What follows belongs to an exercise in optimizing a design on an open flow for a short achievable clock period and few clock cycles per item; a production flow would make more cautious choices.
Function was checked by simulation only, so behaviour that the tests miss may differ from the original.
No activity file was given, so power comes from the tool's default toggle rates.

==> module fetch_unit, before the edit <==
module fetch_unit #(
	parameter int OUT_CREDITS = 2
) (
	input  logic              clk,
	input  logic              arst_n,
	input  logic              start,
	input  fetch_pkg::flags_t flags,
	input  fetch_pkg::addr_t  reg_target,
	input  logic              out_credit,
	input  logic [4095:0]     words,
	input  logic [2559:0]     rels,
	output logic              out_valid,
	output fetch_pkg::addr_t  out_pc,
	output fetch_pkg::word_t  out_instr
);
	localparam int CW = $clog2(OUT_CREDITS + 1);
	fetch_pkg::addr_t  rt;
	fetch_pkg::flags_t fl;
	logic [7:0]        tv;	 
	always_ff @(posedge clk) begin
		rt <= reg_target;
		fl <= flags;
	end
	assign tv = {1'b1, fl[fetch_pkg::FLAG_V],
		fl[fetch_pkg::FLAG_Z] | fl[fetch_pkg::FLAG_N],
		fl[fetch_pkg::FLAG_Z] | (~fl[fetch_pkg::FLAG_Z] & ~fl[fetch_pkg::FLAG_N]),
		fl[fetch_pkg::FLAG_N],
		~fl[fetch_pkg::FLAG_Z] & ~fl[fetch_pkg::FLAG_N],
		fl[fetch_pkg::FLAG_Z], ~fl[fetch_pkg::FLAG_Z]};
	logic [7:0]       f_idx;
	logic             running;	 
	logic             adv;	 
	logic [16*26-1:0] grp;
	logic [16*26-1:0] g_q;
	logic [7:0]       g_idx;	 
	logic [15:0]      g_hot;	 
	for (genvar g = 0; g < 16; g++) begin : g_grp
		logic [16*26-1:0] d;
		for (genvar j = 0; j < 16; j++) begin : g_e
			assign d[26*j +: 26] = {rels[10*(16*g+j) +: 10], words[16*(16*g+j) +: 16]};
		end
		assign grp[26*g +: 26] = d[26*f_idx[3:0] +: 26];
	end
	always_ff @(posedge clk) begin
		if (adv) begin
			g_q   <= grp;
			g_idx <= f_idx;
			for (int g = 0; g < 16; g++)
				g_hot[g] <= (f_idx[7:4] == 4'(g));
		end
	end
	fetch_pkg::word_t w_word;
	logic [7:0]       w_rel;
	logic [1:0]       w_cls;	 
	logic             w_valid;
	logic             w_taken;
	logic             w_b, w_br, w_hlt;
	logic             redirect;
	always_comb begin
		{w_cls, w_rel, w_word} = '0;
		for (int g = 0; g < 16; g++)
			{w_cls, w_rel, w_word} = {w_cls, w_rel, w_word} | (g_q[26*g +: 26] & {26{g_hot[g]}});
	end
	assign w_taken  = tv[w_word[fetch_pkg::COND_HI:fetch_pkg::COND_LO]];
	assign w_b      = (w_word[fetch_pkg::OPC_HI:fetch_pkg::OPC_LO] == fetch_pkg::OP_B) & w_taken;
	assign w_br     = (w_word[fetch_pkg::OPC_HI:fetch_pkg::OPC_LO] == fetch_pkg::OP_BR) & w_taken;
	assign w_hlt    = w_valid & (w_word[fetch_pkg::OPC_HI:fetch_pkg::OPC_LO] == fetch_pkg::OP_HLT);
	assign redirect = w_valid & (w_b | w_br);
	always_ff @(posedge clk) begin
		if (start)
			f_idx <= 8'd0;
		else if (adv)
			f_idx <= redirect ? (w_b ? w_rel : rt[8:1]) : f_idx + 8'd1;
	end
	always_ff @(posedge clk or negedge arst_n) begin
		if (!arst_n) begin
			running <= 1'b0;
			w_valid <= 1'b0;
		end else if (start) begin
			running <= 1'b1;
			w_valid <= 1'b0;
		end else if (adv) begin
			w_valid <= running & ~redirect & ~w_hlt;
			if (w_hlt)
				running <= 1'b0;	 
		end
	end
	localparam logic [1:0] MV_KEEP = 2'b00;
	localparam logic [1:0] MV_INC  = 2'b01;
	localparam logic [1:0] MV_LOAD = 2'b10;	 
	localparam logic [1:0] MV_DEC  = 2'b11;
	logic [1:0]       w_mv;	 
	logic [1:0]       o_mv;	 
	logic [6:0]       up_in;
	logic             b0_in;
	logic             o_first;	 
	logic             o_load;
	logic [CW-1:0]    cnt;	 
	logic [CW-1:0]    cnt_next;
	logic             o_valid;	 
	logic             o_valid_next;
	always_comb begin
		if (w_b)
			w_mv = w_cls;
		else if (w_br)
			w_mv = MV_LOAD;
		else
			w_mv = (g_idx == 8'hFF) ? MV_INC : MV_KEEP;
	end
	always_comb begin
		b0_in = out_pc[0];
		case (o_mv)
			MV_INC:  up_in = out_pc[15:9] + 7'd1;
			MV_DEC:  up_in = out_pc[15:9] - 7'd1;
			MV_LOAD: begin
				up_in = rt[15:9];
				b0_in = rt[0];
			end
			default: up_in = out_pc[15:9];
		endcase
	end
	assign adv    = ~o_valid | out_valid;
	assign o_load = adv & w_valid;	 
	always_ff @(posedge clk) begin
		if (o_load) begin
			out_pc    <= o_first ? 16'd0 : {up_in, g_idx, b0_in};
			out_instr <= w_word;
			o_mv      <= w_mv;
		end
	end
	always_ff @(posedge clk or negedge arst_n) begin
		if (!arst_n)
			o_first <= 1'b0;
		else if (start)
			o_first <= 1'b1;
		else if (o_load)
			o_first <= 1'b0;
	end
	assign o_valid_next = adv ? w_valid : 1'b1;
	assign cnt_next     = cnt + CW'(out_valid) - CW'(out_credit);
	always_ff @(posedge clk or negedge arst_n) begin
		if (!arst_n) begin
			o_valid   <= 1'b0;
			out_valid <= 1'b0;
			cnt       <= '0;
		end else begin
			o_valid   <= o_valid_next;
			out_valid <= o_valid_next && (cnt_next < CW'(OUT_CREDITS));
			cnt       <= cnt_next;
		end
	end
endmodule
clock: 6.0 ns
lec_check: 0
abc_clock_period_in_ps: 2800
cap_margin: 20
core_margin: 2
core_utilization: 45
cts_cluster_diameter: 100
cts_cluster_size: 30
setup_slack_margin: 3.0
slew_margin: 20
synth_memory_max_bits: 8192
run.sh (not shown) runs the stock make flow with config.mk's settings and CLKGATE_MAP_FILE= SYNTH_SCRIPT=/design/flow/synth_recipe.tcl, a recipe that flattens the netlist after the stock synthesis.
Testbench counts at the start, summed over its fixed seeds: cycles 7,100, items 3,744.
Rerun with:
--- a/flow/design.v
+++ b/flow/design.v
@@ -188,13 +188,16 @@
 				up_in = rt[15:9];
 				b0_in = rt[0];
 			end
 			default: up_in = out_pc[15:9];
 		endcase
 	end
-	assign adv    = ~o_valid | out_valid;
+	logic ov_n;
+	logic ov;
+	assign ov     = ~ov_n;
+	assign adv    = ~o_valid | ov;
 	assign o_load = adv & w_valid;	 
 	always_ff @(posedge clk) begin
 		if (o_load) begin
 			out_pc    <= o_first ? 16'd0 : {up_in, g_idx, b0_in};
 			out_instr <= w_word;
 			o_mv      <= w_mv;
@@ -206,21 +209,23 @@
 		else if (start)
 			o_first <= 1'b1;
 		else if (o_load)
 			o_first <= 1'b0;
 	end
 	assign o_valid_next = adv ? w_valid : 1'b1;
-	assign cnt_next     = cnt + CW'(out_valid) - CW'(out_credit);
+	assign cnt_next     = cnt + CW'(ov) - CW'(out_credit);
 	always_ff @(posedge clk or negedge arst_n) begin
 		if (!arst_n) begin
 			o_valid   <= 1'b0;
 			out_valid <= 1'b0;
+			ov_n      <= 1'b1;
 			cnt       <= '0;
 		end else begin
 			o_valid   <= o_valid_next;
 			out_valid <= o_valid_next && (cnt_next < CW'(OUT_CREDITS));
+			ov_n      <= ~(o_valid_next && (cnt_next < CW'(OUT_CREDITS)));
 			cnt       <= cnt_next;
 		end
 	end
 endmodule
 module program_loader (
 	input  logic             ld_valid,
What happened:
- The changed run finished with timing, DRC and antenna clean
- synthesized cell count is about the same
- core utilization came out higher by 0.65 points
- critical path depth went up by 11
- via count came out higher by 2.2%
- synthesized area hardly moves
- total power grows by 1.1%
- setup slack got worse by 92 ps
- hold slack gets worse by 15 ps
- global-route usage rose by 0.71 points
- clock-buffer cell count drops by 6
Testbench counts after the change, summed over its fixed seeds: cycles 7,100, items 3,744.

==> what the ideal ports hide <==
The results above use ideal ports. As a check the final layouts listed here were re-extracted and re-timed, cells and wires unchanged. Step 1 (the two cells are an assumption about what drives the block):
set clk [get_ports {clk}]
set_driving_cell -lib_cell sky130_fd_sc_hd__clkbuf_16 $clk
set_driving_cell -lib_cell sky130_fd_sc_hd__buf_2 [delete_from_list [all_inputs] $clk]
Step 2 times the ports against the registers' clock, not the clock port: input delays grow and output delays shrink by t, the midpoint of the rising clock arrivals with the driver on. a / b / c = ideal ports / drivers / drivers and shift; a / b = the first two.
| run | t, ns | setup WS [ns] | worst slew at a driven data input, ns |
|---|---|---|---|
| the first run | 1.135 | 2.740 / 2.740 / 1.751 | 0.31 |
| the second run | 1.158 | 2.648 / 2.681 / 1.523 | 0.28 |
After both steps setup and hold are still met in every run listed. The setup slack of the second run, which loses most, moves by +0.033 ns with the drivers and by -1.125 ns with both steps.
